This is an optimization exercise on Yosys and OpenROAD, whose aim is small area, not a production implementation.
RTL that was checked went through simulation tests only; none was proved equivalent to the original.
For runs 1 to 4, only the layout was checked, not whether the RTL still works.
Power figures rest on the tool's default switching activity, not on a simulated workload.

==> flow/design.v <==
package ks_out_pkg;
  parameter int DEF_OP_W       = 32;
  parameter int DEF_LWE_COEF_W = 10;
  parameter int DEF_CORR_W     = 16;
  parameter int DEF_LBX          = 2;
  parameter int DEF_LWE_K        = 4;
  parameter int DEF_BATCH_PBS_NB = 3;
  parameter int DEF_USE_MEAN_COMP = 1;
  typedef enum logic [1:0] {
    COL_MASK,
    COL_LAST_MASK,
    COL_BODY,
    COL_DUMP
  } col_kind_e;
endpackage
`timescale 1ns/10ps
module ks_sync_fifo #(
  parameter int DEPTH = 2,
  parameter int WIDTH = 1
) (
  input  logic  clk,
  input  logic  s_rst_n,
  input  logic  flush_i,
  input  logic [WIDTH-1:0] in_data_i,
  input  logic  in_vld_i,
  output logic  in_rdy_o,
  output logic [WIDTH-1:0] out_data_o,
  output logic  out_vld_o,
  input  logic  out_rdy_i
);
  localparam int PTR_W = (DEPTH > 1) ? $clog2(DEPTH) : 1;
  localparam int CNT_W = $clog2(DEPTH + 1);
  logic [WIDTH-1:0] mem [DEPTH];
  logic [PTR_W-1:0] wr_ptr;
  logic [PTR_W-1:0] rd_ptr;
  logic [CNT_W-1:0] count;
  logic             wr_en;
  logic             rd_en;
  function automatic logic [PTR_W-1:0] ptr_next(input logic [PTR_W-1:0] ptr);
    ptr_next = (ptr == PTR_W'(DEPTH - 1)) ? '0 : ptr + 1'b1;
  endfunction
  assign in_rdy_o   = (count != CNT_W'(DEPTH));
  assign out_vld_o  = (count != '0);
  assign out_data_o = mem[rd_ptr];
  assign wr_en = in_vld_i & in_rdy_o;
  assign rd_en = out_vld_o & out_rdy_i;
  always_ff @(posedge clk) begin
    if (!s_rst_n || flush_i) begin
      wr_ptr <= '0;
      rd_ptr <= '0;
      count  <= '0;
    end else begin
      if (wr_en) begin
        wr_ptr <= ptr_next(wr_ptr);
      end
      if (rd_en) begin
        rd_ptr <= ptr_next(rd_ptr);
      end
      if (wr_en && !rd_en) begin
        count <= count + 1'b1;
      end else if (rd_en && !wr_en) begin
        count <= count - 1'b1;
      end
    end
  end
  always_ff @(posedge clk) begin
    if (wr_en) begin
      mem[wr_ptr] <= in_data_i;
    end
  end
endmodule
`timescale 1ns/10ps
module ks_lane_proc #(
  parameter int OP_W       = 32,
  parameter int LWE_COEF_W = 10,
  parameter int CORR_W     = 16,
  parameter int DEPTH      = 6
) (
  input  logic                  clk,
  input  logic                  s_rst_n,
  input  logic                  flush_i,
  input  logic                  wr_i,
  input  logic [OP_W-1:0]       data_i,
  input  logic                  last_pbs_i,
  input  logic                  mg_i,
  output logic                  mg_last_o,
  input  logic                  rd_i,
  output logic [LWE_COEF_W-1:0] rd_coef_o,
  output logic [CORR_W-1:0]     rd_corr_o,
  output logic                  rd_last_o
);
  localparam int ERR_W = OP_W - LWE_COEF_W;
  localparam int PTR_W = $clog2(DEPTH);
  logic [LWE_COEF_W-1:0] coef_q [DEPTH];
  logic [CORR_W-1:0]     corr_q [DEPTH];
  logic [DEPTH-1:0]      last_q;
  logic [PTR_W-1:0]      wr_ptr;
  logic [PTR_W-1:0]      mg_ptr;
  logic [PTR_W-1:0]      rd_ptr;
  logic [OP_W-1:0]       v;
  logic [OP_W-1:0]       v_rnd;
  function automatic logic [PTR_W-1:0] ptr_next(input logic [PTR_W-1:0] ptr);
    ptr_next = (ptr == PTR_W'(DEPTH - 1)) ? '0 : ptr + 1'b1;
  endfunction
  assign v     = '0 - data_i;
  assign v_rnd = v + (OP_W'(1) << (ERR_W - 1));
  always_ff @(posedge clk) begin
    if (!s_rst_n || flush_i) begin
      wr_ptr <= '0;
      mg_ptr <= '0;
      rd_ptr <= '0;
    end else begin
      if (wr_i) wr_ptr <= ptr_next(wr_ptr);
      if (mg_i) mg_ptr <= ptr_next(mg_ptr);
      if (rd_i) rd_ptr <= ptr_next(rd_ptr);
    end
  end
  always_ff @(posedge clk) begin
    for (int i = 0; i < DEPTH; i++) begin
      if (wr_i && wr_ptr == PTR_W'(i)) begin
        coef_q[i] <= v_rnd[OP_W-1 -: LWE_COEF_W];
        corr_q[i] <= v[CORR_W-1:0];
        last_q[i] <= last_pbs_i;
      end
    end
  end
  assign mg_last_o = last_q[mg_ptr];
  assign rd_coef_o = coef_q[rd_ptr];
  assign rd_corr_o = corr_q[rd_ptr];
  assign rd_last_o = last_q[rd_ptr];
endmodule
`timescale 1ns/10ps
module ks_out_process #(
  parameter int OP_W          = ks_out_pkg::DEF_OP_W,
  parameter int LWE_COEF_W    = ks_out_pkg::DEF_LWE_COEF_W,
  parameter int CORR_W        = ks_out_pkg::DEF_CORR_W,
  parameter int LBX           = ks_out_pkg::DEF_LBX,
  parameter int LWE_K         = ks_out_pkg::DEF_LWE_K,
  parameter int BATCH_PBS_NB  = ks_out_pkg::DEF_BATCH_PBS_NB,
  parameter int USE_MEAN_COMP = ks_out_pkg::DEF_USE_MEAN_COMP
) (
  input  logic                     clk,
  input  logic                     s_rst_n,
  input  logic [LBX-1:0][OP_W-1:0] mult_data_i,
  input  logic [LBX-1:0]           mult_avail_i,
  input  logic [LBX-1:0]           mult_last_pbs_i,
  input  logic [OP_W-1:0]          body_data_i,
  input  logic                     body_vld_i,
  output logic                     body_rdy_o,
  input  logic                     restart_i,
  output logic [LWE_COEF_W-1:0]    lwe_coef_o,
  output logic [CORR_W-1:0]        lwe_corr_o,
  output logic                     lwe_vld_o,
  input  logic                     lwe_rdy_i,
  output logic                     loop_done_o,
  output logic                     ksk_rd_inc_o,
  output logic                     body_wr_o,
  output logic [OP_W-1:0]          body_wr_data_o
);
  localparam int DEPTH0 = 6;
  localparam int DEPTH1 = 7;
  localparam int OCNT_W = 4;
  logic                  restart_q;
  logic                  ksk_inc_s0;
  logic [1:0]            set;
  logic                  col_end;
  logic                  in_mask;
  logic                  in_body;
  logic [2:0]            vis;
  logic [2:0]            lcnt0;
  logic [2:0]            lcnt1;
  logic                  mg_lane;
  logic                  mg_vld;
  logic                  mg0, mg1;
  logic                  mg_last0, mg_last1;
  logic [OCNT_W-1:0]     ocnt;
  logic                  take;
  logic                  rd_lane;
  logic                  rd_set;
  logic                  rd0, rd1;
  logic [LWE_COEF_W-1:0] rd_coef0, rd_coef1;
  logic [CORR_W-1:0]     rd_corr0, rd_corr1;
  logic                  rd_last0, rd_last1;
  logic                  rd_last;
  logic [OP_W-1:0]       body;
  logic                  body_vld;
  logic                  body_s0;
  logic                  body_s1;
  logic                  body_s2;
  logic [OP_W-1:0]       data_s0;
  logic [OP_W-1:0]       body_s1_data;
  logic [OP_W-1:0]       body_s2_data;
  always_ff @(posedge clk) begin
    if (!s_rst_n) begin
      restart_q    <= 1'b0;
      ksk_inc_s0   <= 1'b0;
      ksk_rd_inc_o <= 1'b0;
    end else begin
      restart_q    <= restart_i;
      ksk_inc_s0   <= mult_avail_i[LBX-1] & mult_last_pbs_i[LBX-1];
      ksk_rd_inc_o <= ksk_inc_s0;
    end
  end
  assign col_end = mult_avail_i[0] & mult_last_pbs_i[0];
  assign in_mask = mult_avail_i[0] & (set != 2'd2);
  assign in_body = mult_avail_i[0] & (set == 2'd2);
  always_ff @(posedge clk) begin
    if (!s_rst_n || restart_q) begin
      set <= 2'd0;
    end else if (col_end) begin
      set <= (set == 2'd2) ? 2'd0 : set + 2'd1;
    end
  end
  always_ff @(posedge clk) begin
    if (!s_rst_n) begin
      vis <= '0;
    end else begin
      vis <= {vis[1:0], in_mask};
    end
  end
  ks_lane_proc #(
    .OP_W       (OP_W),
    .LWE_COEF_W (LWE_COEF_W),
    .CORR_W     (CORR_W),
    .DEPTH      (DEPTH0)
  ) u_lane0 (
    .clk        (clk),
    .s_rst_n    (s_rst_n),
    .flush_i    (restart_q),
    .wr_i       (in_mask),
    .data_i     (mult_data_i[0]),
    .last_pbs_i (mult_last_pbs_i[0]),
    .mg_i       (mg0),
    .mg_last_o  (mg_last0),
    .rd_i       (rd0),
    .rd_coef_o  (rd_coef0),
    .rd_corr_o  (rd_corr0),
    .rd_last_o  (rd_last0)
  );
  ks_lane_proc #(
    .OP_W       (OP_W),
    .LWE_COEF_W (LWE_COEF_W),
    .CORR_W     (CORR_W),
    .DEPTH      (DEPTH1)
  ) u_lane1 (
    .clk        (clk),
    .s_rst_n    (s_rst_n),
    .flush_i    (restart_q),
    .wr_i       (in_mask),
    .data_i     (mult_data_i[1]),
    .last_pbs_i (mult_last_pbs_i[1]),
    .mg_i       (mg1),
    .mg_last_o  (mg_last1),
    .rd_i       (rd1),
    .rd_coef_o  (rd_coef1),
    .rd_corr_o  (rd_corr1),
    .rd_last_o  (rd_last1)
  );
  assign mg_vld = mg_lane ? (lcnt1 != '0) : (lcnt0 != '0);
  assign mg0    = mg_vld & ~mg_lane;
  assign mg1    = mg_vld &  mg_lane;
  always_ff @(posedge clk) begin
    if (!s_rst_n || restart_q) begin
      lcnt0   <= '0;
      lcnt1   <= '0;
      mg_lane <= 1'b0;
      ocnt    <= '0;
    end else begin
      lcnt0 <= lcnt0 + 3'(vis[2]) - 3'(mg0);
      lcnt1 <= lcnt1 + 3'(vis[2]) - 3'(mg1);
      if (mg_vld && (mg_lane ? mg_last1 : mg_last0)) begin
        mg_lane <= ~mg_lane;
      end
      ocnt <= ocnt + OCNT_W'(mg_vld) - OCNT_W'(take);
    end
  end
  assign lwe_vld_o = (ocnt != '0);
  assign take      = lwe_vld_o & lwe_rdy_i;
  assign rd0       = take & ~rd_lane;
  assign rd1       = take &  rd_lane;
  assign rd_last   = rd_lane ? rd_last1 : rd_last0;
  assign lwe_coef_o = rd_lane ? rd_coef1 : rd_coef0;
  assign lwe_corr_o = rd_lane ? rd_corr1 : rd_corr0;
  always_ff @(posedge clk) begin
    if (!s_rst_n || restart_q) begin
      rd_lane <= 1'b0;
      rd_set  <= 1'b0;
    end else if (take && rd_last) begin
      rd_lane <= ~rd_lane;
      if (rd_lane) rd_set <= ~rd_set;
    end
  end
  always_ff @(posedge clk) begin
    if (!s_rst_n) begin
      loop_done_o <= 1'b0;
    end else begin
      loop_done_o <= take & rd_last & rd_lane & rd_set;
    end
  end
  ks_sync_fifo #(
    .DEPTH  (2),
    .WIDTH  (OP_W)
  ) u_body_fifo (
    .clk        (clk),
    .s_rst_n    (s_rst_n),
    .flush_i    (restart_q),
    .in_data_i  (body_data_i),
    .in_vld_i   (body_vld_i),
    .in_rdy_o   (body_rdy_o),
    .out_data_o (body),
    .out_vld_o  (body_vld),
    .out_rdy_i  (body_s0)
  );
  always_ff @(posedge clk) begin
    if (!s_rst_n) begin
      body_s0   <= 1'b0;
      body_s1   <= 1'b0;
      body_s2   <= 1'b0;
      body_wr_o <= 1'b0;
    end else begin
      body_s0   <= in_body;
      body_s1   <= body_s0;
      body_s2   <= body_s1;
      body_wr_o <= body_s2;
    end
  end
  always_ff @(posedge clk) begin
    data_s0        <= mult_data_i[0];
    body_s1_data   <= body - data_s0;
    body_s2_data   <= body_s1_data;
    body_wr_data_o <= body_s2_data;
  end
endmodule
==> flow/run.sh <==
#!/bin/bash
# synth_recipe.tcl (not shown) runs the flow's synth.tcl, then flattens the netlist and writes it again
# the make line also repeats each setting of config.mk as NAME=value (left out here)
make -C /OpenROAD-flow-scripts/flow DESIGN_CONFIG=/design/flow/config.mk WORK_HOME=/design/flow/orfs CLKGATE_MAP_FILE= SYNTH_SCRIPT=/design/flow/synth_recipe.tcl finish
==> flow/config.mk <==
export PLATFORM = sky130hd
export DESIGN_NAME = ks_out_process
export DESIGN_NICKNAME = ks_out_process
export VERILOG_FILES = /design/flow/design.v
export SDC_FILE = /design/flow/constraint.sdc
export NUM_CORES = 4
export LEC_CHECK = 0
export CAP_MARGIN = 20
export CORE_MARGIN = 2
export CORE_UTILIZATION = 40
export PLACE_DENSITY = 0.6
export SLEW_MARGIN = 20
==> flow/constraint.sdc <==
create_clock -name core_clock -period 5.0 [get_ports {clk}]
set_input_delay 1.0000 -clock core_clock [delete_from_list [all_inputs] [get_ports {clk}]]
set_output_delay 1.0000 -clock core_clock [all_outputs]
set_load 0.01 [all_outputs]
==> impl_metrics.tcl, run 1 <==
set metrics [dict create \
    hold_ws_ps 324.6 \
    endpoint_kind "primary output" \
    yosysWarningCount 8 \
    multi_input_area_um2 6810 \
    rsz0062_at_grt "false" \
    grt_pass1_vias 14440 \
    async_flop_share_pct 0 \
    gp_congestion 0.8436 \
    wl_um 55840 \
    clk_pin_slew_ps 60 \
    path_cells "inv_1, nor2_1, a21oi_1, o211ai_1, o21ai_0, o21ai_0, clkdlybuf4s50_1" \
    clock-sinks 592 \
    synth_common_cells "edfxtp_1, dfxtp_1, nor2_1, a21oi_1, a22oi_1" \
    crit_fanout 9 \
    p_per_area_nw_per_um2 433.8 \
    grt_pass1_wl_um 84700 \
    start_kind "register" \
    arrival_ps 3780 \
    firstDrtPassIters 7 \
    core_area_um2 57590 \
    synth-main-ff-cell "edfxtp_1" \
    min_period_ps 4781 \
    slowest_stage "nor2_1" \
    tns_ps 0 \
    critPathMaxStageDelay_ps 780 \
    hold_path_class "reg2reg" \
    top_layer "met4" \
    cts_buffers 61 \
    die_h_um 245.1 \
    die-area_um2 60080 \
    synth_cells 1715 \
    syn-cell-area_um2 23260 \
    cts_tree "done" \
    post_drt_via_cell_ratio 5.312 \
    power_mw 12.23 \
    synth_edf_count 415 \
    rows 88 \
    wl_met1_um 23960 \
    clk_latency_ps 610 \
    seq_area_um2 16010 \
    synth_fp_nets 1873 \
    final_area_um2 28180 \
    dr_wl_met2_um 27810 \
    syn_avg_cell_area_um2 13.56 \
    overflow 0 \
    io_pins 168 \
    synth_top_area_cell "edfxtp_1" \
    dpl_cell_area_um2 26040 \
    grt_antenna_before_repair 0 \
    die_w_um 245.1 \
    nets 2075 \
    drtIter0Drc 1189 \
    postRouteAntennaNets 0 \
    drive_above_1_share_pct 11.08 \
    wl_per_cell_um 20.44 \
    max_clock_freq_mhz 209.1 \
    cp_data_required_time_ps 4000 \
    slew_headroom_pct 31.45 \
    fill_cells 4901 \
    yosysSeqAreaShare_pct 68.82 \
    worst_pin_slew_ps 1028 \
    ys_top_cells_by_area "edfxtp_1, dfxtp_1, ha_1" \
    met3_length_um 2830 \
    cts_htree_levels 2 \
    start_util_pct 40.39 \
    grt_max_degree 34 \
    setup_violations 0 \
    irDropWorstVdd_mv 0.3214 \
    finClkSkew_ps 19.10 \
    dp_hpwl_um 35970 \
    cts_buffer_depth 3 \
    clockRootBuffer "clkbuf_16" \
    cp_common_cell "o21ai_0" \
    yosysMostFrequentCell "edfxtp_1" \
    ys_types 74 \
    ys_seq_elements 592 \
    cap_viol_max_count 0 \
    p_leak_nw 9.720 \
    status "timing/DRC/antenna clean" \
    maxSlewViolCount 0 \
    drc 0 \
    num_vias 14510 \
    io_buffers 167 \
    fin_crit_sh_pct 95.63 \
    finalHoldViolations 0 \
    diodes 0 \
    critPathKind "reg2out" \
    yosys.area.top_type_share_pct 53.59 \
    area_growth_pct 21.19 \
    postCtsSetupRepairBufs 0 \
    grt_use_total_pct 18.40 \
]
## kinds of logic (layout without fill, tap and decap cells)
family	count (synthesis)	after routing	share of synthesized area, %
buf+inv	140	392	2.260
flops	592	592	68.82
simple gates	393	393	8.511
compound gates	374	374	10.57
fa+ha+maj	54	54	3.024
xor+xnor	100	100	3.766
mux	62	62	3.051
## cells in the final DEF, fill, tap and decap left out, drive strengths merged, types with 34 or more instances in the layout
cell type | netlist | routed
a21oi | 85 | 85
a22oi | 79 | 79
buf | 11 | 45
clkbuf | 62 | 90
clkdlybuf4s50 | 0 | 167
dfxtp | 177 | 177
edfxtp | 415 | 415
ha | 49 | 49
inv | 66 | 72
nand2 | 78 | 78
nor2 | 120 | 120
nor3 | 37 | 37
o21ai | 70 | 70
xnor2 | 66 | 66
xor2 | 34 | 34
## cell type report
type / instances / area share [%]
Tap cell: 765 / 3.396
Timing Repair Buffer: 212 / 7.174
Sequential cell: 592 / 56.79
Inverter: 67 / 0.8923
Clock inverter: 23 / 0.4750
Multi-Input combinational cell: 983 / 24.16
Clock buffer: 90 / 7.107
## repair_timing
action	in CTS	in global routing
hold buffers	0	0
endpoints found under the setup margin	0	1
resized for setup	0	1
## final timing paths
kind,start,to,slack [ps],cells after the start
min,body_s2_data[1]$_DFF_P_,body_wr_data_o[1]$_DFF_P_,320,0
max reg2reg,register,body_s1_data[28]$_DFF_P_,1040,11
min reg2reg,body_s2_data[1]$_DFF_P_,body_wr_data_o[1]$_DFF_P_,320,0
max,u_lane0.rd_ptr[2]$_SDFFE_PP0P_,lwe_corr_o[6],220,7
## metal layers
metal	up-vias	track usage [%]
met2	370	31.30
met4	0	5.416
met3	87	2.548
met5	-	0
li1	6847	-
met1	7208	24.50
## through the flow
stage,std cells,worst slack (ps),util [%]
floorplan,1715,321.8,-
global placement,2619,278.5,45.22
detailed placement,2619,222.3,45.22
CTS,2732,191.2,48.93
global route,2732,16.04,48.94
finish,2732,218.6,48.94
## flip-flops by register name, indices dropped and copies added, names as in the netlist, 4 cells and up, named ones only
name	count
u_lane1.last_q	7
u_lane0.last_q	6
body_s2_data	32
u_lane0.corr_q	96
u_lane1.coef_q	70
u_lane0.coef_q	60
body_s1_data	32
body_wr_data_o	32
u_body_fifo.mem	64
ocnt	4
data_s0	32
u_lane1.corr_q	112
## critical path: cells and delay by family, from the launching register on
family / cells / cell delay [ps]
buf+inv: 2 / 840
compound gates: 4 / 1060
simple gates: 1 / 780
flops: 1 / 480
## power breakdown
part           total, mW  internal (mW)  switching (mW)
clock network       4.67           2.78            1.89
registers           5.76           5.64           0.118
logic               1.80          0.799            1.00
==> run 2: changes to the inputs <==
--- a/flow/config.mk
+++ b/flow/config.mk
@@ -10,2 +10,3 @@
 export CORE_UTILIZATION = 40
+export CTS_BUF_LIST = sky130_fd_sc_hd__clkbuf_4
 export PLACE_DENSITY = 0.6
==> run 2 against run 1 <==
Compared with the run above: synthesized cell count did not move; register-to-register slack improved by 70 ps; cell area is 0.37% lower; hold slack got worse by 2.9 ps; sequential power is essentially flat; critical path type unchanged; critical endpoint unchanged; highest routed layer unchanged.
==> impl_metrics.tcl, run 2 <==
set metrics [dict create \
    status "timing/DRC/antenna clean" \
    maxSlewViolCount 0 \
    hold_path_class "reg2reg" \
    firstDrtPassIters 5 \
    grt_antenna_before_repair 2 \
    tns_ps 0 \
    cts_buffers 156 \
    crit_fanout 29 \
    top_register "u_lane1.corr_q" \
    die-area_um2 60080 \
    yosys.area.top_type_share_pct 53.59 \
    start_kind "register" \
    drive_above_1_share_pct 17.10 \
    ys_top_cells_by_area "edfxtp_1, dfxtp_1, ha_1" \
    cts_tree "done" \
    drc 0 \
    synth_edf_count 415 \
    layout_setup_ws_ps 152.1 \
    clk_latency_ps 1010 \
    io_buffers 167 \
    p_leak_nw 9.823 \
    yosysSeqAreaShare_pct 68.82 \
    cts_buffer_depth 3 \
    area_growth_pct 20.75 \
    overflow 0 \
    die_w_um 245.1 \
    slowest_stage "clkdlybuf4s50_1" \
    dp_slack_ps 222.3 \
    final_cell_mix "edfxtp_1, clkbuf_4, dfxtp_1" \
    core_area_um2 57590 \
    top_regs "u_lane1.corr_q x112, u_lane0.corr_q x96, u_lane1.coef_q x70" \
    postRouteAntennaNets 0 \
    wl_per_cell_um 19.64 \
    critPathMaxStageDelay_ps 660 \
    gp_congestion 0.8436 \
    ys_seq_elements 592 \
    synth-main-ff-cell "edfxtp_1" \
    fill_cells 5039 \
    min_period_ps 4848 \
    hold_buffers 0 \
    rows 88 \
    critPathKind "reg2out" \
    yosysWarningCount 8 \
    stdcell_count 2900 \
    finalHoldViolations 0 \
    cts_htree_levels 4 \
    grt_pass1_vias 15350 \
    finClkSkew_ps 60.30 \
    cp_data_required_time_ps 4000 \
    rsz0062_at_grt "false" \
    ys_types 74 \
    endpoint_kind "primary output" \
    grt_pass1_wl_um 86420 \
    async_flop_share_pct 0 \
    synth_top_area_cell "edfxtp_1" \
    clk_pin_slew_ps 60 \
    worst_pin_slew_ps 1032 \
    io_pins 168 \
    grt_use_total_pct 19.05 \
    max_clock_freq_mhz 206.3 \
    p_per_area_nw_per_um2 416.5 \
    dp.cells 2619 \
    fin_crit_sh_pct 96.96 \
    post_drt_via_cell_ratio 5.222 \
    irDropWorstVdd_mv 0.2625 \
    power_mw 11.69 \
    setup_violations 0 \
    synth_cells 1715 \
    dp_hpwl_um 35970 \
    cap_viol_max_count 0 \
    final_common_cell "edfxtp_1" \
    drtIter0Drc 1180 \
    wl_um 56970 \
    largest_reg_flops 112 \
    grt_max_degree 34 \
    nets 2171 \
    die_h_um 245.1 \
    start_util_pct 40.39 \
    clockRootBuffer "clkbuf_4" \
    num_vias 15150 \
    syn_avg_cell_area_um2 13.56 \
    fin_util_pct 48.76 \
    slew_headroom_pct 31.19 \
    path_cells "inv_1, buf_4, nor2_1, ha_1, buf_4, a22oi_1, o211ai_1, o21ai_0, o21ai_0, clkdlybuf4s50_1" \
    arrival_ps 3850 \
    syn-cell-area_um2 23260 \
    clock-sinks 592 \
    synth_common_cells "edfxtp_1, dfxtp_1, nor2_1, a21oi_1, a22oi_1" \
    yosysMostFrequentCell "edfxtp_1" \
    synth_fp_nets 1873 \
]
run 2: cell counts after synthesis:
No cell type changed its count.
run 2: through the flow:
step,area (um2),hold WS (ps)
final,28080,321.7
after detailed placement,26040,312.1
after global placement,26040,310.2
after CTS,28030,325.8
after global routing,28080,326.7
after floorplan,23260,309.6
run 2: cells by family (layout without fill, tap and decap cells):
group / after synthesis / count (layout) / share of synthesized area, %
flops: 592 / 592 / 68.82
mux: 62 / 62 / 3.051
fa+ha+maj: 54 / 54 / 3.024
compound gates: 374 / 374 / 10.57
other cells: 0 / 6 / 0
simple gates: 393 / 393 / 8.511
xor+xnor: 100 / 100 / 3.766
buf+inv: 140 / 554 / 2.260
run 2: worst max-delay path: cells and delay by family (launching register included):
kind	cells	cell delay [ps]
compound gates	4	1000
buf+inv	4	1280
flops	1	330
simple gates	1	150
fa+ha+maj	1	140
run 2: worst paths after layout:
check                                       from                        to  slack [ps]  cells past startpoint
setup reg to reg                        register  body_s1_data[28]$_DFF_P_        1110                     11
hold / removal           body_s1_data[6]$_DFF_P_   body_s2_data[6]$_DFF_P_         320                      0
setup / recovery  u_lane0.rd_ptr[0]$_SDFFE_PP0P_             lwe_corr_o[6]         150                     10
hold reg to reg          body_s1_data[6]$_DFF_P_   body_s2_data[6]$_DFF_P_         320                      0
run 2: final cells by class:
cell class,count,area [um2],share of cell area [%]
well taps,765,957.2,3.409
clock buffers,221,1659,5.908
flip-flops and latches,592,16010,57.01
multi-input cells,983,6827,24.31
diodes,6,15.01,0.05347
repair buffers,213,2051,7.303
clock inverters,53,310.3,1.105
inverters,67,252.7,0.9001
run 2: report_power, final:
| group | switching (mW) | internal, mW | leakage [nW] |
|---|---|---|---|
| clock | 1.97 | 2.16 | 1.16 |
| sequential | 0.118 | 5.64 | 5.28 |
| combinational | 1.01 | 0.800 | 3.38 |
| total | 3.10 | 8.60 | 9.82 |
run 2: timing repair:
item                                    CTS  global route
setup buffers                             0             1
resized for setup                         5             8
endpoints found under the setup margin   23            16
run 2: layer usage:
| layer | up-vias | track usage [%] | wire, um |
|---|---|---|---|
| li1 | 7136 | - | - |
| met1 | 7458 | 23.94 | 24400 |
| met2 | 448 | 31.28 | 27940 |
| met3 | 103 | 5.008 | 3168 |
| met4 | 0 | 7.694 | 1453 |
| met5 | - | 0 | 0 |
==> run 3: changes to the inputs <==
--- a/flow/config.mk
+++ b/flow/config.mk
@@ -9,5 +9,7 @@
 export CORE_MARGIN = 2
-export CORE_UTILIZATION = 40
-export CTS_BUF_LIST = sky130_fd_sc_hd__clkbuf_4
-export PLACE_DENSITY = 0.6
+export CORE_UTILIZATION = 60
+export CTS_BUF_LIST = sky130_fd_sc_hd__clkbuf_8
+export CTS_CLUSTER_DIAMETER = 50
+export CTS_CLUSTER_SIZE = 20
+export PLACE_DENSITY = 0.7
 export SLEW_MARGIN = 20
==> run 3 against run 2 <==
Compared with the run above: critical path depth down 1; cell area down 4.5%; critical path type unchanged; still clean on timing, DRC and antenna; first-iteration DRC count up 3.2%; synthesized cell count unchanged; largest cell class unchanged; non-clock buffer count up 3; die area down 33%; global-route usage up 6.4 points; critical endpoint is now lwe_corr_o[7]; worst setup slack better by 240 ps.
==> impl_metrics.tcl, run 3 <==
set metrics [dict create \
    status "timing/DRC/antenna clean" \
    grt_pass1_wl_um 78850 \
    largest_reg_flops 112 \
    cts_buffers 47 \
    io_pins 168 \
    tns_ps 0 \
    r2r_slack_ps 1180 \
    fin_crit_sh_pct 92.10 \
    min_period_ps 4605 \
    die_w_um 200.9 \
    grtUsageMet3_pct 4.562 \
    overflow 0 \
    stdcell_count 2462 \
    hold_path_depth 0 \
    whs_endpoint "body_s2_data[23]$_DFF_P_" \
    dp.cells 2375 \
    met2_usage_pct 40.88 \
    grt_max_degree 56 \
    final_common_cell "edfxtp_1" \
    die-area_um2 40350 \
    start_kind "register" \
    finClkSkew_ps 41.17 \
    grt_antenna_before_repair 0 \
    async_flop_share_pct 0 \
    top_regs "u_lane1.corr_q x112, u_lane0.corr_q x96, u_lane1.coef_q x70" \
    ys_top_cells_by_area "edfxtp_1, dfxtp_1, ha_1" \
    maxSlewViolCount 0 \
    ys_types 74 \
    endpoint_kind "primary output" \
    hold_path_class "reg2reg" \
    num_vias 14480 \
    drc 0 \
    min_from "body_s1_data[23]$_DFF_P_" \
    clk_latency_ps 670 \
    io_buffers 167 \
    worstRegToRegCells 11 \
    crit_fanout 13 \
    die_h_um 200.9 \
    post_cts_resized 0 \
    r2r-end "body_s1_data[28]$_DFF_P_" \
    clk_pin_slew_ps 110 \
    drive_above_1_share_pct 10.03 \
    yosysWarningCount 8 \
    diodes 0 \
    arrival_ps 3600 \
    worst_pin_slew_ps 971.3 \
    cts_tree "done" \
    setup_violations 0 \
    wl_per_cell_um 20.90 \
    core_area_um2 38470 \
    start_util_pct 60.46 \
    yosys.area.top_type_share_pct 53.59 \
    gr-usage-met1_pct 35.40 \
    grt_use_total_pct 25.48 \
    dp_hpwl_um 33590 \
    final_cell_mix "edfxtp_1, dfxtp_1, clkdlybuf4s50_1" \
    slew_headroom_pct 34.78 \
    cap_viol_max_count 0 \
    cts_buffer_depth 3 \
    postRouteAntennaNets 0 \
    fill_cells 2766 \
    hold_buffers 0 \
    top_register "u_lane1.corr_q" \
    synth-main-ff-cell "edfxtp_1" \
    yosysSeqAreaShare_pct 68.82 \
    fin_util_pct 69.70 \
    synth_fp_nets 1873 \
    layout_setup_ws_ps 395.1 \
    drtIter0Drc 1218 \
    p_leak_nw 9.219 \
    cp_data_required_time_ps 4000 \
    firstDrtPassIters 5 \
    synth_cells 1715 \
    power_mw 10.31 \
    busiest_layer "met2" \
    synth_common_cells "edfxtp_1, dfxtp_1, nor2_1, a21oi_1, a22oi_1" \
    syn_avg_cell_area_um2 13.56 \
    rows 72 \
    synth_edf_count 415 \
    finalHoldViolations 0 \
    nets 2065 \
    postCtsSetupRepairBufs 0 \
    dp_slack_ps 374.0 \
    p_per_area_nw_per_um2 384.7 \
    synth_top_area_cell "edfxtp_1" \
    grt_pass1_vias 14260 \
    irDropWorstVdd_mv 0.3486 \
    gp_congestion 0.8629 \
    critPathKind "reg2out" \
    syn-cell-area_um2 23260 \
    max_clock_freq_mhz 217.2 \
    post_drt_via_cell_ratio 5.881 \
    yosysMostFrequentCell "edfxtp_1" \
    wl_um 51450 \
    cts_htree_levels 2 \
    area_growth_pct 15.29 \
    ys_seq_elements 592 \
    clockRootBuffer "clkbuf_8" \
    clock-sinks 592 \
    rsz0062_at_grt "false" \
]
## run 3: worst max-delay path by stage
stage / startpoint / end / slack [ps] / depth (start not counted)
CTS: u_lane1.rd_ptr[0]$_SDFFE_PP0P_ / lwe_corr_o[7] / 440 / 9
detailed placement: mult_data_i[7] / u_lane0.coef_q[5][7]$_DFFE_PP_ / 370 / 14
floorplan: mult_avail_i[0] / u_lane0.coef_q[2][0]$_DFFE_PP_ / 320 / 3
global placement: mult_data_i[5] / u_lane0.coef_q[0][7]$_DFFE_PP_ / 460 / 13
global route: u_lane1.rd_ptr[0]$_SDFFE_PP0P_ / lwe_corr_o[7] / 280 / 9
finish: u_lane1.rd_ptr[0]$_SDFFE_PP0P_ / lwe_corr_o[7] / 400 / 9
## run 3: kinds of logic after synthesis
logic type / share of synthesized area, %
AO/OA/AOI/OAI: 10.57
XOR/XNOR: 3.766
adder cells (fa/ha/maj): 3.024
buffers and inverters: 2.260
flip-flops: 68.82
multiplexers: 3.051
AND/OR/NAND/NOR: 8.511
## run 3: layout make-up
cell class              instances  area (um2)  share of cell area, %
repair buffers                216        2072                  7.728
clock inverters                35       336.6                  1.255
inverters                      67       251.5                 0.9380
well taps                     518       648.1                  2.417
clock buffers                  51       701.9                  2.618
flip-flops and latches        592       16010                  59.69
multi-input cells             983        6797                  25.35
## run 3: power by group
part           total, mW  switching [mW]  internal [mW]
clock network       2.82            1.68           1.14
logic               1.76           0.963          0.795
registers           5.74           0.110           5.63
## run 3: through the flow
step | hold WS (ps) | cell area, um2
2_1_floorplan | 309.6 | 23260
3_3_place_gp | 309.8 | 25750
3_5_place_dp | 312.1 | 25750
4_1_cts | 328.5 | 26780
5_1_grt | 337.8 | 26810
6_report | 329.4 | 26810
## run 3: worst max-delay path, cell delays in order (launching register included)
cell	delay, ps
dfxtp_1	630
and2_1	230
ha_1	290
buf_4	260
buf_4	270
a22oi_1	130
o2111ai_1	200
nand2_1	90
o21ai_0	230
clkdlybuf4s50_1	630
## run 3: routing by layer
metal / wire length, um / part of all wire, %
met1: 22190 / 43
met2: 24420 / 47
met3: 3304 / 6.4
met4: 1530 / 3.0
met5: 0 / 0
==> run 4: changes to the inputs <==
--- a/flow/config.mk
+++ b/flow/config.mk
@@ -10,5 +10,5 @@
 export CORE_UTILIZATION = 60
-export CTS_BUF_LIST = sky130_fd_sc_hd__clkbuf_8
-export CTS_CLUSTER_DIAMETER = 50
-export CTS_CLUSTER_SIZE = 20
+export CTS_BUF_LIST = sky130_fd_sc_hd__clkbuf_16
+export CTS_CLUSTER_DIAMETER = 60
+export CTS_CLUSTER_SIZE = 30
 export PLACE_DENSITY = 0.7
==> run 4 against run 3 <==
Compared with the run above: global-route usage hardly changed; via count is 1.2% lower; still clean; highest routed layer unchanged; routed wire length is 0.17% lower; synthesized area stayed put; total power is 4.7% higher; largest cell class unchanged.
==> impl_metrics.tcl, run 4 <==
set metrics [dict create \
    postCtsSetupRepairBufs 0 \
    gp_congestion 0.8629 \
    multi_input_area_um2 6797 \
    area_growth_pct 16.37 \
    cp_common_cell "buf_4" \
    worstRegToRegCells 12 \
    busiest_layer "met2" \
    overflow 0 \
    cts_tree "done" \
    max_clock_freq_mhz 222.7 \
    io_buffers 167 \
    power_mw 10.80 \
    ys_top_cells_by_area "edfxtp_1, dfxtp_1, ha_1" \
    clk_latency_ps 570 \
    met2_usage_pct 41.15 \
    top_register "u_lane1.corr_q" \
    setup_violations 0 \
    cts_buffer_depth 3 \
    cap_viol_max_count 0 \
    clock-sinks 592 \
    synth_edf_count 415 \
    post_cts_resized 0 \
    critPathKind "reg2out" \
    ys_seq_elements 592 \
    tns_ps 0 \
    r2r_slack_ps 1110 \
    crit_fanout 13 \
    critPathMaxStageDelay_ps 630 \
    grt_use_total_pct 25.52 \
    async_flop_share_pct 0 \
    stdcell_count 2441 \
    num_vias 14310 \
    cp_data_required_time_ps 4000 \
    diodes 0 \
    final_cell_mix "edfxtp_1, dfxtp_1, clkdlybuf4s50_1" \
    grtUsageMet3_pct 4.481 \
    nets 2055 \
    top_regs "u_lane1.corr_q x112, u_lane0.corr_q x96, u_lane1.coef_q x70" \
    slew_headroom_pct 38.93 \
    rsz0062_at_grt "false" \
    core_area_um2 38470 \
    yosysWarningCount 8 \
    firstDrtPassIters 6 \
    postRouteAntennaNets 0 \
    grt_max_degree 56 \
    r2r-end "body_s1_data[28]$_DFF_P_" \
    maxSlewViolCount 0 \
    finClkSkew_ps 28.70 \
    crit_path_end "lwe_corr_o[7]" \
    p_leak_nw 9.307 \
    cts_buffers 37 \
    grt_pass1_wl_um 78990 \
    cp_num_buf_inv 3 \
    status "timing/DRC/antenna clean" \
    synth_common_cells "edfxtp_1, dfxtp_1, nor2_1, a21oi_1, a22oi_1" \
    p_per_area_nw_per_um2 399.2 \
    synth-main-ff-cell "edfxtp_1" \
    clk_pin_slew_ps 90 \
    drive_above_1_share_pct 9.100 \
    dp.cells 2375 \
    arrival_ps 3490 \
    endpoint_kind "primary output" \
    drtIter0Drc 1124 \
    dp_hpwl_um 33590 \
    largest_reg_flops 112 \
    drc 0 \
    irDropWorstVdd_mv 0.3599 \
    start_util_pct 60.46 \
    seq_area_um2 16010 \
    synth_fp_nets 1873 \
    synth_cells 1715 \
    yosys.area.top_type_share_pct 53.59 \
    cp_num_cells 9 \
    fill_cells 2729 \
    fin_crit_sh_pct 89.80 \
    syn_avg_cell_area_um2 13.56 \
    grt_antenna_before_repair 0 \
    die-area_um2 40350 \
    grt_pass1_vias 14190 \
    layout_setup_ws_ps 510.1 \
    die_w_um 200.9 \
    die_h_um 200.9 \
    cts_htree_levels 2 \
    syn-cell-area_um2 23260 \
    hold_path_class "reg2reg" \
    yosysSeqAreaShare_pct 68.82 \
    wl_per_cell_um 21.04 \
    dp_slack_ps 374.0 \
    startpoint "u_lane1.rd_ptr[0]$_SDFFE_PP0P_" \
    hold_buffers 0 \
    min_period_ps 4490 \
    slowest_stage "clkdlybuf4s50_1" \
    finalHoldViolations 0 \
    synth_top_area_cell "edfxtp_1" \
    final_common_cell "edfxtp_1" \
    path_delay_family "buffers and inverters" \
    rows 72 \
    post_drt_via_cell_ratio 5.861 \
    gr-usage-met1_pct 35.55 \
    clockRootBuffer "clkbuf_16" \
    yosysMostFrequentCell "edfxtp_1" \
    wl_um 51360 \
    ys_types 74 \
    start_kind "register" \
    path_cells "and2_1, ha_1, buf_4, buf_4, a22oi_1, o2111ai_1, nand2_1, o21ai_0, clkdlybuf4s50_1" \
    worst_pin_slew_ps 909.5 \
    io_pins 168 \
]
## run 4: cell counts after synthesis
No cell type changed its count.
## run 4: cell families (layout without fill, tap and decap cells)
group           after synthesis  in the layout  synth area share (%)
flops                       592            592                 68.82
simple gates                393            393                 8.511
compound gates              374            374                 10.57
buf+inv                     140            348                 2.260
xor+xnor                    100            100                 3.766
mux                          62             62                 3.051
fa+ha+maj                    54             54                 3.024
## run 4: layout make-up
class / count / share of cell area [%]
Multi-Input combinational cell: 983 / 25.11
Inverter: 67 / 0.9293
Clock buffer: 38 / 3.514
Clock inverter: 27 / 1.253
Sequential cell: 592 / 59.14
Timing Repair Buffer: 216 / 7.656
Tap cell: 518 / 2.395
## run 4: worst min path at each step
stage                                         from                    endpoint  slack, ps  depth (start not counted)
after global placement     body_s2_data[2]$_DFF_P_   body_wr_data_o[2]$_DFF_P_        310                          0
after CTS                 body_s2_data[13]$_DFF_P_  body_wr_data_o[13]$_DFF_P_        330                          0
after detailed placement   body_s1_data[4]$_DFF_P_     body_s2_data[4]$_DFF_P_        310                          0
final                     body_s2_data[19]$_DFF_P_  body_wr_data_o[19]$_DFF_P_        330                          0
after global routing      body_s1_data[19]$_DFF_P_    body_s2_data[19]$_DFF_P_        340                          0
after floorplan            body_s1_data[0]$_DFF_P_     body_s2_data[0]$_DFF_P_        310                          0
## run 4: metrics by stage
| step | area [um2] | hold WS [ps] | util (%) |
|---|---|---|---|
| after floorplan | 23260 | 309.6 | - |
| after global placement | 25750 | 309.8 | 66.93 |
| after detailed placement | 25750 | 312.1 | 66.93 |
| after CTS | 27040 | 332.9 | 70.28 |
| after global routing | 27060 | 336.9 | 70.36 |
| final | 27060 | 329.4 | 70.36 |
## run 4: routing by layer
metal | up-vias | wire length (um)
met1 | 7021 | 22250
met3 | 69 | 3337
li1 | 6764 | -
met2 | 452 | 24420
met4 | 0 | 1354
met5 | - | 0
## run 4: report_power, final
part	switching (mW)	internal, mW	total [mW]	leakage (nW)
clock	1.71	1.59	3.30	0.637
combinational	0.963	0.795	1.76	3.40
sequential	0.111	5.63	5.74	5.27
==> run 5: changes to the inputs <==
--- a/flow/design.v
+++ b/flow/design.v
@@ -44,2 +44,3 @@
   assign out_data_o = mem[rd_ptr];
+  assign wr_ptr     = rd_ptr + PTR_W'(count);
   assign wr_en = in_vld_i & in_rdy_o;
@@ -48,3 +49,2 @@
     if (!s_rst_n || flush_i) begin
-      wr_ptr <= '0;
       rd_ptr <= '0;
@@ -52,5 +52,2 @@
     end else begin
-      if (wr_en) begin
-        wr_ptr <= ptr_next(wr_ptr);
-      end
       if (rd_en) begin
@@ -76,3 +73,4 @@
   parameter int CORR_W     = 16,
-  parameter int DEPTH      = 6
+  parameter int DEPTH      = 6,
+  parameter int HAS_LAST   = 1
 ) (
@@ -86,2 +84,3 @@
   output logic                  mg_last_o,
+  input  logic                  rd_sel_i,
   input  logic                  rd_i,
@@ -99,14 +98,38 @@
   logic [PTR_W-1:0]      rd_ptr;
-  logic [OP_W-1:0]       v;
-  logic [OP_W-1:0]       v_rnd;
+  logic                  low_zero;
+  logic                  round_up;
+  logic [LWE_COEF_W-1:0] coef;
+  logic [CORR_W-1:0]     corr;
   function automatic logic [PTR_W-1:0] ptr_next(input logic [PTR_W-1:0] ptr);
-    ptr_next = (ptr == PTR_W'(DEPTH - 1)) ? '0 : ptr + 1'b1;
+    if (DEPTH == 6 && PTR_W == 3) begin
+      ptr_next = {ptr[1:0], ~ptr[2]};
+    end else if (DEPTH == 7 && PTR_W == 3) begin
+      ptr_next = {ptr[1:0], ptr[2] ^ ptr[1]};
+    end else begin
+      ptr_next = (ptr == PTR_W'(DEPTH - 1)) ? '0 : ptr + 1'b1;
+    end
   endfunction
-  assign v     = '0 - data_i;
-  assign v_rnd = v + (OP_W'(1) << (ERR_W - 1));
+  function automatic logic [PTR_W-1:0] ptr_at(input int i);
+    logic [PTR_W-1:0] p;
+    p = (DEPTH == 7 && PTR_W == 3) ? PTR_W'(1) : '0;
+    for (int k = 0; k < i; k++) p = ptr_next(p);
+    ptr_at = p;
+  endfunction
+  localparam logic [PTR_W-1:0] PTR_FIRST = ptr_at(0);
+  assign low_zero = (data_i[ERR_W-2:0] == '0);
+  assign round_up = ~data_i[ERR_W-1] | low_zero;
+  always_comb begin
+    logic cy;
+    cy = round_up;
+    for (int i = 0; i < LWE_COEF_W; i++) begin
+      coef[i] = ~data_i[ERR_W + i] ^ cy;
+      cy      = cy & ~data_i[ERR_W + i];
+    end
+  end
+  assign corr     = '0 - data_i[CORR_W-1:0];
   always_ff @(posedge clk) begin
     if (!s_rst_n || flush_i) begin
-      wr_ptr <= '0;
-      mg_ptr <= '0;
-      rd_ptr <= '0;
+      wr_ptr <= PTR_FIRST;
+      mg_ptr <= PTR_FIRST;
+      rd_ptr <= PTR_FIRST;
     end else begin
@@ -119,6 +142,36 @@
     for (int i = 0; i < DEPTH; i++) begin
-      if (wr_i && wr_ptr == PTR_W'(i)) begin
-        coef_q[i] <= v_rnd[OP_W-1 -: LWE_COEF_W];
-        corr_q[i] <= v[CORR_W-1:0];
-        last_q[i] <= last_pbs_i;
+      if (wr_i && wr_ptr == ptr_at(i)) begin
+        coef_q[i] <= coef;
+        corr_q[i] <= corr;
+      end
+    end
+  end
+  if (HAS_LAST != 0) begin : gen_last
+    always_ff @(posedge clk) begin
+      for (int i = 0; i < DEPTH; i++) begin
+        if (wr_i && wr_ptr == ptr_at(i)) begin
+          last_q[i] <= last_pbs_i;
+        end
+      end
+    end
+    always_comb begin
+      mg_last_o = 1'b0;
+      rd_last_o = 1'b0;
+      for (int i = 0; i < DEPTH; i++) begin
+        if (mg_ptr == ptr_at(i)) mg_last_o = mg_last_o | last_q[i];
+        if (rd_ptr == ptr_at(i)) rd_last_o = rd_last_o | last_q[i];
+      end
+    end
+  end else begin : gen_no_last
+    assign last_q    = '0;
+    assign mg_last_o = 1'b0;
+    assign rd_last_o = 1'b0;
+  end
+  always_comb begin
+    rd_coef_o = '0;
+    rd_corr_o = '0;
+    for (int i = 0; i < DEPTH; i++) begin
+      if (rd_sel_i && rd_ptr == ptr_at(i)) begin
+        rd_coef_o = rd_coef_o | coef_q[i];
+        rd_corr_o = rd_corr_o | corr_q[i];
       end
@@ -126,6 +179,2 @@
   end
-  assign mg_last_o = last_q[mg_ptr];
-  assign rd_coef_o = coef_q[rd_ptr];
-  assign rd_corr_o = corr_q[rd_ptr];
-  assign rd_last_o = last_q[rd_ptr];
 endmodule
@@ -170,4 +219,5 @@
   logic [2:0]            lcnt0;
-  logic [2:0]            lcnt1;
   logic                  mg_lane;
+  logic [1:0]            mg_cnt;
+  logic [1:0]            rd_cnt;
   logic                  mg_vld;
@@ -184,2 +234,3 @@
   logic                  rd_last;
+  logic [CORR_W-1:0]     rd_corr;
   logic [OP_W-1:0]       body;
@@ -190,2 +241,3 @@
   logic [OP_W-1:0]       data_s0;
+  logic [OP_W-1:0]       body_diff;
   logic [OP_W-1:0]       body_s1_data;
@@ -224,3 +276,4 @@
     .CORR_W     (CORR_W),
-    .DEPTH      (DEPTH0)
+    .DEPTH      (DEPTH0),
+    .HAS_LAST   (1)
   ) u_lane0 (
@@ -234,2 +287,3 @@
     .mg_last_o  (mg_last0),
+    .rd_sel_i   (~rd_lane),
     .rd_i       (rd0),
@@ -243,3 +297,4 @@
     .CORR_W     (CORR_W),
-    .DEPTH      (DEPTH1)
+    .DEPTH      (DEPTH1),
+    .HAS_LAST   (0)
   ) u_lane1 (
@@ -253,2 +308,3 @@
     .mg_last_o  (mg_last1),
+    .rd_sel_i   (rd_lane),
     .rd_i       (rd1),
@@ -258,3 +314,3 @@
   );
-  assign mg_vld = mg_lane ? (lcnt1 != '0) : (lcnt0 != '0);
+  assign mg_vld = mg_lane | (lcnt0 != '0);
   assign mg0    = mg_vld & ~mg_lane;
@@ -264,4 +320,4 @@
       lcnt0   <= '0;
-      lcnt1   <= '0;
       mg_lane <= 1'b0;
+      mg_cnt  <= '0;
       ocnt    <= '0;
@@ -269,5 +325,11 @@
       lcnt0 <= lcnt0 + 3'(vis[2]) - 3'(mg0);
-      lcnt1 <= lcnt1 + 3'(vis[2]) - 3'(mg1);
-      if (mg_vld && (mg_lane ? mg_last1 : mg_last0)) begin
-        mg_lane <= ~mg_lane;
+      if (mg_vld) begin
+        if (mg_lane ? (mg_cnt == '0) : mg_last0) begin
+          mg_lane <= ~mg_lane;
+        end
+        if (mg_lane) begin
+          if (mg_cnt != '0) mg_cnt <= mg_cnt - 2'd1;
+        end else if (!mg_last0) begin
+          mg_cnt <= mg_cnt + 2'd1;
+        end
       end
@@ -280,5 +342,6 @@
   assign rd1       = take &  rd_lane;
-  assign rd_last   = rd_lane ? rd_last1 : rd_last0;
-  assign lwe_coef_o = rd_lane ? rd_coef1 : rd_coef0;
-  assign lwe_corr_o = rd_lane ? rd_corr1 : rd_corr0;
+  assign rd_last   = rd_lane ? (rd_cnt == '0) : rd_last0;
+  assign lwe_coef_o = rd_coef1 | rd_coef0;
+  assign rd_corr    = rd_corr1 | rd_corr0;
+  assign lwe_corr_o = rd_corr;
   always_ff @(posedge clk) begin
@@ -287,5 +350,13 @@
       rd_set  <= 1'b0;
-    end else if (take && rd_last) begin
-      rd_lane <= ~rd_lane;
-      if (rd_lane) rd_set <= ~rd_set;
+      rd_cnt  <= '0;
+    end else if (take) begin
+      if (rd_last) begin
+        rd_lane <= ~rd_lane;
+        if (rd_lane) rd_set <= ~rd_set;
+      end
+      if (rd_lane) begin
+        if (rd_cnt != '0) rd_cnt <= rd_cnt - 2'd1;
+      end else if (!rd_last0) begin
+        rd_cnt <= rd_cnt + 2'd1;
+      end
     end
@@ -326,5 +397,6 @@
   end
+  assign body_diff = body + data_s0 + OP_W'(1);
   always_ff @(posedge clk) begin
-    data_s0        <= mult_data_i[0];
-    body_s1_data   <= body - data_s0;
+    data_s0        <= ~mult_data_i[0];
+    body_s1_data   <= body_diff;
     body_s2_data   <= body_s1_data;
==> flow/flow/run.sh (new file) <==
#!/bin/bash
# The standard layout (standard.sh), with two changes:
#  - the port buffers are plain buf_1 cells
#  - clock tree synthesis adds no dummy loads
set -euo pipefail
export BUFFER_PORTS_ARGS="-buffer_cell sky130_fd_sc_hd__buf_1"
export CTS_ARGS="-sink_clustering_enable -repair_clock_nets -sink_clustering_size 20 -sink_clustering_max_diameter 75 -buf_list sky130_fd_sc_hd__clkbuf_8 -dont_use_dummy_load"
bash standard.sh > standard.log 2>&1
==> flow/standard.sh (new file) <==
#!/bin/bash
# synth_recipe.tcl (not shown) runs the flow's synth.tcl, then flattens the netlist and writes it again
# the make line also repeats each setting of config.mk as NAME=value (left out here)
make -C /OpenROAD-flow-scripts/flow DESIGN_CONFIG=/design/flow/config.mk WORK_HOME=/design/flow/orfs CLKGATE_MAP_FILE= SYNTH_SCRIPT=/design/flow/synth_recipe.tcl "${@:-finish}"
==> flow/config.mk (replaced) <==
export PLATFORM = sky130hd
export DESIGN_NAME = ks_out_process
export DESIGN_NICKNAME = ks_out_process
export VERILOG_FILES = /design/flow/design.v
export SDC_FILE = /design/flow/constraint.sdc
export NUM_CORES = 4
export LEC_CHECK = 0
export CAP_MARGIN = 0
export CORE_MARGIN = 2
export CORE_UTILIZATION = 60
export PLACE_DENSITY = 0.7
export SLEW_MARGIN = 0
removed: flow/run.sh
==> run 5 against run 4 <==
Compared with the run above: still clean; global-route usage up 0.23 points; sequential power down 1%; non-clock buffer count down 16; flip-flop and latch count down 10; via count down 10%; sequential share of layout area up 7.7 points; combinational power down about 20%; synthesized cell count down 15%; routed wire length down 4.7%; utilization down 4.2 points; clock-buffer cell count down 3; largest power group unchanged.
==> impl_metrics.tcl, run 5 <==
set metrics [dict create \
    status "timing/DRC/antenna clean" \
    yosys.area.top_type_share_pct 56.63 \
    post_cts_resized 0 \
    clockRootBuffer "clkbuf_8" \
    final_cell_mix "edfxtp_1, dfxtp_1, buf_1" \
    ys_seq_elements 582 \
    synth_common_cells "edfxtp_1, dfxtp_1, nand2_1, nor2_1, inv_1" \
    fin_crit_sh_pct 82.75 \
    drive_above_1_share_pct 8.186 \
    wl_um 48930 \
    io_buffers 167 \
    hold_path_class "reg2reg" \
    power_mw 9.016 \
    yosysSeqAreaShare_pct 72.73 \
    arrival_ps 3140 \
    cts_buffer_depth 3 \
    yosysWarningCount 8 \
    start_util_pct 60.83 \
    syn-cell-area_um2 21640 \
    dp.cells 2063 \
    crit_fanout 13 \
    clk_pin_slew_ps 120 \
    overflow 0 \
    tns_ps 0 \
    min_period_ps 4138 \
    worst_pin_slew_ps 1111 \
    clk_latency_ps 590 \
    io_pins 168 \
    rows 69 \
    critPathKind "reg2out" \
    wl_per_cell_um 23.31 \
    num_vias 12810 \
    cp_common_cell "nand2_1" \
    syn_avg_cell_area_um2 14.91 \
    nets 1806 \
    setup_violations 0 \
    cts_htree_levels 2 \
    postCtsSetupRepairBufs 0 \
    path_cells "nand2_1, nor2_2, buf_4, a22oi_1, nand2_1, a221oi_1, nand3_1, buf_1" \
    postRouteAntennaNets 0 \
    drtIter0Drc 1410 \
    synth-simple-area-share_pct 6.460 \
    layout_setup_ws_ps 862.3 \
    firstDrtPassIters 8 \
    start_kind "register" \
    yosysMostFrequentCell "edfxtp_1" \
    synthAdderAreaFrac_pct 3.690 \
    dp_hpwl_um 30650 \
    grt_pass1_vias 12460 \
    cap_viol_max_count 0 \
    critPathMaxStageDelay_ps 620 \
    dp_slack_ps 578.4 \
    clock-sinks 582 \
    finClkSkew_ps 32.33 \
    cts_tree "done" \
    area_growth_pct 8.750 \
    slowest_stage "nor2_2" \
    drc 0 \
    cts_buffers 35 \
    synth_compound_area_share_pct 10.50 \
    final_common_cell "edfxtp_1" \
    rsz0062_at_grt "false" \
    stdcell_count 2099 \
    core_area_um2 35570 \
    async_flop_share_pct 0 \
    synth-main-ff-cell "edfxtp_1" \
    gp_congestion 0.8642 \
    grt_max_degree 33 \
    ys_types 64 \
    largest_reg_flops 112 \
    synth_cells 1451 \
    endpoint_kind "primary output" \
    ys_top_cells_by_area "edfxtp_1, dfxtp_1, ha_1" \
    synth_edf_count 408 \
    grt_antenna_before_repair 2 \
    muxShareOfSynthArea_pct 1.949 \
    die_w_um 193.9 \
    p_leak_nw 8.197 \
    synth_top_family_by_area "compound AO/OA/AOI/OAI gates" \
    cp_data_required_time_ps 4000 \
    post_drt_via_cell_ratio 6.101 \
    die-area_um2 37600 \
    top_register "u_lane1.corr_q" \
    irDropWorstVdd_mv 0.3527 \
    synth-xor-area-share_pct 2.712 \
    synth_top_area_cell "edfxtp_1" \
    max_clock_freq_mhz 241.7 \
    top_regs "u_lane1.corr_q x112, u_lane0.corr_q x96, u_lane1.coef_q x70" \
    p_per_area_nw_per_um2 383.2 \
    hold_buffers 0 \
    finalHoldViolations 0 \
    slew_headroom_pct 25.73 \
    maxSlewViolCount 0 \
    grt_pass1_wl_um 72770 \
    path_delay_family "simple AND/OR/NAND/NOR gates" \
    cp_num_buf_inv 2 \
    synth_fp_nets 1618 \
    grt_use_total_pct 25.75 \
    die_h_um 193.9 \
]
[run 5: final cells by class]
| class | count | area [um2] |
|---|---|---|
| Antenna cell | 1 | 2.502 |
| Clock buffer | 35 | 481.7 |
| Fill cell | 2581 | 12040 |
| Inverter | 63 | 236.5 |
| Multi-Input combinational cell | 757 | 5622 |
| Sequential cell | 582 | 15740 |
| Tap cell | 461 | 576.8 |
| Timing Repair Buffer | 200 | 874.6 |
[run 5: logic make-up (layout without fill, tap and decap cells)]
family | Yosys count | after routing
flip-flops | 582 | 582
AO/OA/AOI/OAI | 295 | 295
AND/OR/NAND/NOR | 295 | 295
buffers and inverters | 112 | 298
XOR/XNOR | 67 | 67
adder cells (fa/ha/maj) | 62 | 62
multiplexers | 38 | 38
other | 0 | 1
[run 5: worst paths after layout]
check                           startpoint                       end  slack, ps  depth (start not counted)
setup / recovery      rd_lane$_SDFFE_PP0P_             lwe_coef_o[8]        860                          8
hold / removal    body_s1_data[14]$_DFF_P_  body_s2_data[14]$_DFF_P_        330                          0
setup reg to reg                  register  body_s1_data[28]$_DFF_P_       1430                         11
hold reg to reg   body_s1_data[14]$_DFF_P_  body_s2_data[14]$_DFF_P_        330                          0
[run 5: layer usage]
| layer | vias up | global-route usage (%) | share of wire [%] |
|---|---|---|---|
| li1 | 5897 | - | - |
| met1 | 6250 | 36.26 | 41 |
| met2 | 578 | 42.14 | 47 |
| met3 | 80 | 3.862 | 8.8 |
| met4 | 2 | 7.632 | 2.4 |
| met5 | - | 0 | 0.018 |
[run 5: per-stage QoR]
| step | hold WS [ps] | instance area [um2] | util (%) |
|---|---|---|---|
| final | 326.9 | 23530 | 66.15 |
| after global routing | 335.9 | 23530 | 66.14 |
| after CTS | 323.5 | 23530 | 66.14 |
| after floorplan | 309.6 | 21640 | - |
| after detailed placement | 312.1 | 23040 | 64.79 |
| after global placement | 310.2 | 23040 | 64.79 |
[run 5: where the power goes]
group          internal (mW)  switching (mW)  total (mW)
combinational          0.515           0.881        1.40
clock                  0.638            1.31        1.95
sequential              5.55           0.125        5.67
total                   6.70            2.32        9.02
[run 5: worst reg2reg max path, delay by kind of cell, from the launching register on]
kind / cells / cell delay (ps)
fa+ha+maj: 2 / 620
compound gates: 5 / 1380
simple gates: 1 / 250
buf+inv: 1 / 60
xor+xnor: 1 / 160
mux: 1 / 290
flops: 1 / 710
==> run 6: changes to the inputs <==
==> flow/flow/run.sh (replaced) <==
#!/bin/bash
# The standard layout (standard.sh), with two changes:
#  - the port buffers are plain buf_1 cells
#  - clock tree synthesis adds no dummy loads
set -euo pipefail
export BUFFER_PORTS_ARGS="-buffer_cell sky130_fd_sc_hd__buf_1"
export CTS_ARGS="-sink_clustering_enable -repair_clock_nets -sink_clustering_size 20 -sink_clustering_max_diameter 65 -buf_list sky130_fd_sc_hd__clkbuf_8 -dont_use_dummy_load"
bash standard.sh > standard.log 2>&1
==> run 6 against run 5 <==
Compared with the run above: combinational power is essentially flat; routed wire length grew 0.28%; first-iteration DRC count shrank 11%; final cell count is essentially flat; highest routed layer is now met4; synthesized area is the same; global-route usage grew 0.14 points; via count grew 0.28%; non-clock buffer count is the same; synthesized cell count is the same; clock skew grew 7.5 ps.
==> impl_metrics.tcl, run 6 <==
set metrics [dict create \
    status "timing/DRC/antenna clean" \
    synth_edf_count 408 \
    cts_buffers 37 \
    rows 69 \
    ys_types 64 \
    finClkSkew_ps 39.83 \
    synth_common_cells "edfxtp_1, dfxtp_1, nand2_1, nor2_1, inv_1" \
    tns_ps 0 \
    post_cts_resized 0 \
    setup_violations 0 \
    wl_per_cell_um 23.35 \
    post_drt_via_cell_ratio 6.113 \
    path_delay_family "simple AND/OR/NAND/NOR gates" \
    finalHoldViolations 0 \
    worst_pin_slew_ps 1097 \
    syn_avg_cell_area_um2 14.91 \
    postCtsSetupRepairBufs 0 \
    top_regs "u_lane1.corr_q x112, u_lane0.corr_q x96, u_lane1.coef_q x70" \
    crit_fanout 13 \
    grt_pass1_vias 12440 \
    rsz0062_at_grt "false" \
    critPathKind "reg2out" \
    yosysMostFrequentCell "edfxtp_1" \
    slowest_stage "nor2_2" \
    dp.cells 2063 \
    irDropWorstVdd_mv 0.3283 \
    yosysSeqAreaShare_pct 72.73 \
    largest_reg_flops 112 \
    fill_cells 2580 \
    endpoint_kind "primary output" \
    ys_seq_elements 582 \
    clk_latency_ps 610 \
    clk_pin_slew_ps 110 \
    die_w_um 193.9 \
    final_cell_mix "edfxtp_1, dfxtp_1, buf_1" \
    drive_above_1_share_pct 8.298 \
    synth-main-ff-cell "edfxtp_1" \
    die_h_um 193.9 \
    final_common_cell "edfxtp_1" \
    hold_ws_ps 324.8 \
    arrival_ps 3100 \
    hold_buffers 0 \
    p_per_area_nw_per_um2 385.1 \
    grt_use_total_pct 25.89 \
    grt_antenna_before_repair 1 \
    hold_path_class "reg2reg" \
    postRouteAntennaNets 0 \
    dp_hpwl_um 30650 \
    overflow 0 \
    max_clock_freq_mhz 243.9 \
    cap_viol_max_count 0 \
    io_buffers 167 \
    synth_top_area_cell "edfxtp_1" \
    grt_pass1_wl_um 72870 \
    cts_tree "done" \
    syn-cell-area_um2 21640 \
    clockRootBuffer "clkbuf_8" \
    nets 1808 \
    synth_fp_nets 1618 \
    maxSlewViolCount 0 \
    wl_um 49070 \
    area_growth_pct 8.877 \
    fin_crit_sh_pct 82.02 \
    ys_top_cells_by_area "edfxtp_1, dfxtp_1, ha_1" \
    cp_num_buf_inv 2 \
    start_util_pct 60.83 \
    grt_max_degree 33 \
    critPathMaxStageDelay_ps 610 \
    top_register "u_lane1.corr_q" \
    yosys.area.top_type_share_pct 56.63 \
    firstDrtPassIters 6 \
    min_period_ps 4101 \
    async_flop_share_pct 0 \
    io_pins 168 \
    p_leak_nw 8.211 \
    cts_htree_levels 2 \
    cp_data_required_time_ps 4000 \
    drtIter0Drc 1258 \
    start_kind "register" \
    slew_headroom_pct 26.68 \
    die-area_um2 37600 \
    path_cells "nand2_1, nor2_2, buf_4, a22oi_1, nand2_1, a221oi_1, nand3_1, buf_1" \
    gp_congestion 0.8642 \
    core_area_um2 35570 \
    clock-sinks 582 \
    stdcell_count 2101 \
    cts_buffer_depth 3 \
    synth_cells 1451 \
    fin_util_pct 66.23 \
    drc 0 \
    cp_common_cell "nand2_1" \
    num_vias 12840 \
    yosysWarningCount 8 \
]
[run 6: cell counts after synthesis]
No cell type changed its count.
[run 6: metrics by stage]
stage	setup WS, ps	cell area (um2)	total power, mW
after global placement	776.5	23040	7.150
after CTS	880.1	23550	9.136
after floorplan	756.7	21640	6.653
after detailed placement	578.4	23040	7.190
final	899.1	23560	9.072
after global routing	726.1	23550	9.454
[run 6: worst paths after layout]
kind | from | endpoint | slack, ps | cells after the start
hold reg to reg | body_s1_data[14]$_DFF_P_ | body_s2_data[14]$_DFF_P_ | 320 | 0
setup / recovery | rd_lane$_SDFFE_PP0P_ | lwe_coef_o[8] | 900 | 8
hold / removal | body_s1_data[14]$_DFF_P_ | body_s2_data[14]$_DFF_P_ | 320 | 0
setup reg to reg | register | body_s1_data[28]$_DFF_P_ | 1420 | 11
[run 6: cell type report]
type                            count  area [um2]  share of cell area [%]
Antenna cell                        1       2.502                 0.01062
Multi-Input combinational cell    757        5622                   23.86
Inverter                           63       236.5                   1.004
Sequential cell                   582       15740                   66.80
Tap cell                          461       576.8                   2.449
Timing Repair Buffer              200       874.6                   3.713
Clock buffer                       37       509.2                   2.162
[run 6: logic make-up after synthesis]
| group | share of synthesized area (%) |
|---|---|
| buffers and inverters | 1.960 |
| muxes | 1.949 |
| adders and majority gates | 3.690 |
| xor gates and xnor gates | 2.712 |
| and+or+nand+nor | 6.460 |
| DFF | 72.73 |
| AOI/OAI and AO/OA | 10.50 |
[run 6: layer usage]
metal | GRT usage [%] | vias to the layer above | wire length [um]
met3 | 3.461 | 74 | 4279
met2 | 42.08 | 594 | 23100
met4 | 8.558 | 0 | 1132
met1 | 36.64 | 6275 | 20550
li1 | - | 5900 | -
met5 | 0 | - | 0
[run 6: where the power goes]
part | leakage (nW) | internal [mW] | switching, mW
Combinational | 2.76 | 0.515 | 0.879
Sequential | 5.18 | 5.55 | 0.125
Clock | 0.266 | 0.672 | 1.33
Total | 8.21 | 6.73 | 2.34
==> run 7: changes to the inputs <==
--- a/flow/flow/run.sh
+++ b/flow/flow/run.sh
@@ -4,2 +4,4 @@
 #  - clock tree synthesis adds no dummy loads
+#  - before global routing, cells off the critical paths are sized down
+#    (flow/recover.tcl)
 set -euo pipefail
@@ -7,2 +9,3 @@
 export CTS_ARGS="-sink_clustering_enable -repair_clock_nets -sink_clustering_size 20 -sink_clustering_max_diameter 65 -buf_list sky130_fd_sc_hd__clkbuf_8 -dont_use_dummy_load"
+export PRE_GLOBAL_ROUTE_TCL="$PWD/flow/recover.tcl"
 bash standard.sh > standard.log 2>&1
==> flow/flow/recover.tcl (new file) <==
# before global routing: size down cells off the critical paths, then
# repair the slew and capacitance limits that this may break
set_dont_use $::env(DONT_USE_CELLS)
estimate_parasitics -placement
repair_timing -recover_power 100 -verbose
repair_design -verbose
detailed_placement
==> run 7 against run 6 <==
Compared with the run above: clock-buffer cell count stayed put; register-to-register slack worse by 440 ps; final cell count is 0.52% higher; total power hardly changed; synthesized area stayed put; cell area is 0.52% higher; die area stayed put; largest power group unchanged; utilization is 0.34 points higher; combinational power hardly changed; critical path type unchanged.
==> impl_metrics.tcl, run 7 <==
set metrics [dict create \
    io_buffers 167 \
    grt_pass1_wl_um 73330 \
    cts_tree "done" \
    synth_top_area_cell "edfxtp_1" \
    min_period_ps 4099 \
    maxSlewViolCount 0 \
    cts_buffer_depth 3 \
    clockRootBuffer "clkbuf_8" \
    start_util_pct 60.83 \
    drc 0 \
    multi_input_area_um2 5544 \
    post_cts_resized 0 \
    fin_crit_sh_pct 81.99 \
    dp.cells 2063 \
    grt_antenna_before_repair 1 \
    ys_seq_elements 582 \
    firstDrtPassIters 8 \
    synth_fp_nets 1618 \
    overflow 0 \
    postCtsSetupRepairBufs 0 \
    finClkSkew_ps 42.98 \
    stdcell_count 2112 \
    slew_headroom_pct 27.20 \
    status "timing/DRC/antenna clean" \
    rsz0062_at_grt "false" \
    grt_pass1_vias 12500 \
    final_common_cell "edfxtp_1" \
    max_clock_freq_mhz 243.9 \
    clk_pin_slew_ps 120 \
    cts_buffers 37 \
    p_per_area_nw_per_um2 383.2 \
    dp_hpwl_um 30650 \
    hold_buffers 0 \
    top_regs "u_lane1.corr_q x112, u_lane0.corr_q x96, u_lane1.coef_q x70" \
    dpl_cell_area_um2 23040 \
    async_flop_share_pct 0 \
    io_pins 168 \
    hold_path_class "reg2reg" \
    ys_types 64 \
    critPathKind "reg2out" \
    worst_pin_slew_ps 1092 \
    clock-sinks 582 \
    die_h_um 193.9 \
    p_leak_nw 8.281 \
    synth_common_cells "edfxtp_1, dfxtp_1, nand2_1, nor2_1, inv_1" \
    cap_viol_max_count 0 \
    cts_htree_levels 2 \
    top_register "u_lane1.corr_q" \
    yosysSeqAreaShare_pct 72.73 \
    tns_ps 0 \
    rows 69 \
    synth_cells 1451 \
    grt_max_degree 30 \
    core_area_um2 35570 \
    gp_congestion 0.8642 \
    num_vias 12910 \
    yosys.area.top_type_share_pct 56.63 \
    wl_per_cell_um 23.37 \
    synth_edf_count 408 \
    post_drt_via_cell_ratio 6.115 \
    yosysWarningCount 8 \
    finalHoldViolations 0 \
    syn_avg_cell_area_um2 14.91 \
    irDropWorstVdd_mv 0.3287 \
    area_growth_pct 9.444 \
    die_w_um 193.9 \
    yosysMostFrequentCell "edfxtp_1" \
    syn-cell-area_um2 21640 \
    wl_um 49350 \
    nets 1819 \
    drtIter0Drc 1330 \
]
-- run 7: layer usage --
layer  global-route usage (%)  share of wire [%]  up-vias
met5                        0                  0        -
met4                    7.884                2.4        0
met3                    3.827                9.1       76
met2                    42.49                 47      580
met1                    36.81                 41     6337
li1                         -                  -     5921
-- run 7: stage by stage --
step / power, mW / worst slack [ps] / hold WS [ps]
2_1_floorplan: 6.653 / 756.7 / 309.6
3_3_place_gp: 7.150 / 776.5 / 310.2
3_5_place_dp: 7.190 / 578.4 / 312.1
4_1_cts: 9.136 / 880.1 / 322.3
5_1_grt: 9.458 / 722.2 / 334.3
6_report: 9.074 / 900.8 / 329.1
-- run 7: path summary, 6_finish.rpt --
path | from | endpoint | slack (ps) | cells past startpoint
max | rd_lane$_SDFFE_PP0P_ | lwe_coef_o[8] | 900 | 8
min | body_s1_data[14]$_DFF_P_ | body_s2_data[14]$_DFF_P_ | 330 | 0
max reg2reg | register | body_s1_data[28]$_DFF_P_ | 980 | 11
min reg2reg | body_s1_data[14]$_DFF_P_ | body_s2_data[14]$_DFF_P_ | 330 | 0
-- run 7: cell type report --
class | instances | area share (%)
Sequential cell | 582 | 66.45
Multi-Input combinational cell | 757 | 23.41
Timing Repair Buffer | 211 | 4.539
Tap cell | 461 | 2.436
Clock buffer | 37 | 2.151
Inverter | 63 | 0.9987
Antenna cell | 1 | 0.01057
-- run 7: worst max-delay path, stage by stage, from the launching register on --
cell	delay, ps
dfxtp_1	570
nand2_1	290
nor2_2	610
buf_4	340
a22oi_1	120
nand2_1	140
a221oi_1	50
nand3_1	160
buf_1	220
-- run 7: cells by family after synthesis --
| family | count (synthesis) | share of synthesized area, % |
|---|---|---|
| buf+inv | 112 | 1.960 |
| flops | 582 | 72.73 |
| compound gates | 295 | 10.50 |
| simple gates | 295 | 6.460 |
| xor+xnor | 67 | 2.712 |
| fa+ha+maj | 62 | 3.690 |
| mux | 38 | 1.949 |
-- run 7: power by group --
group	total [mW]	switching [mW]	internal [mW]
combinational	1.40	0.877	0.519
sequential	5.67	0.125	5.55
clock	2.01	1.33	0.672

Setup slack of run 7, layout unchanged: 0.901 ns with ideal ports, 0.851 ns with driving cells assumed (clock clkbuf_16, inputs buf_2), 0.462 ns with port delays also shifted by the 0.645 ns mid clock arrival.
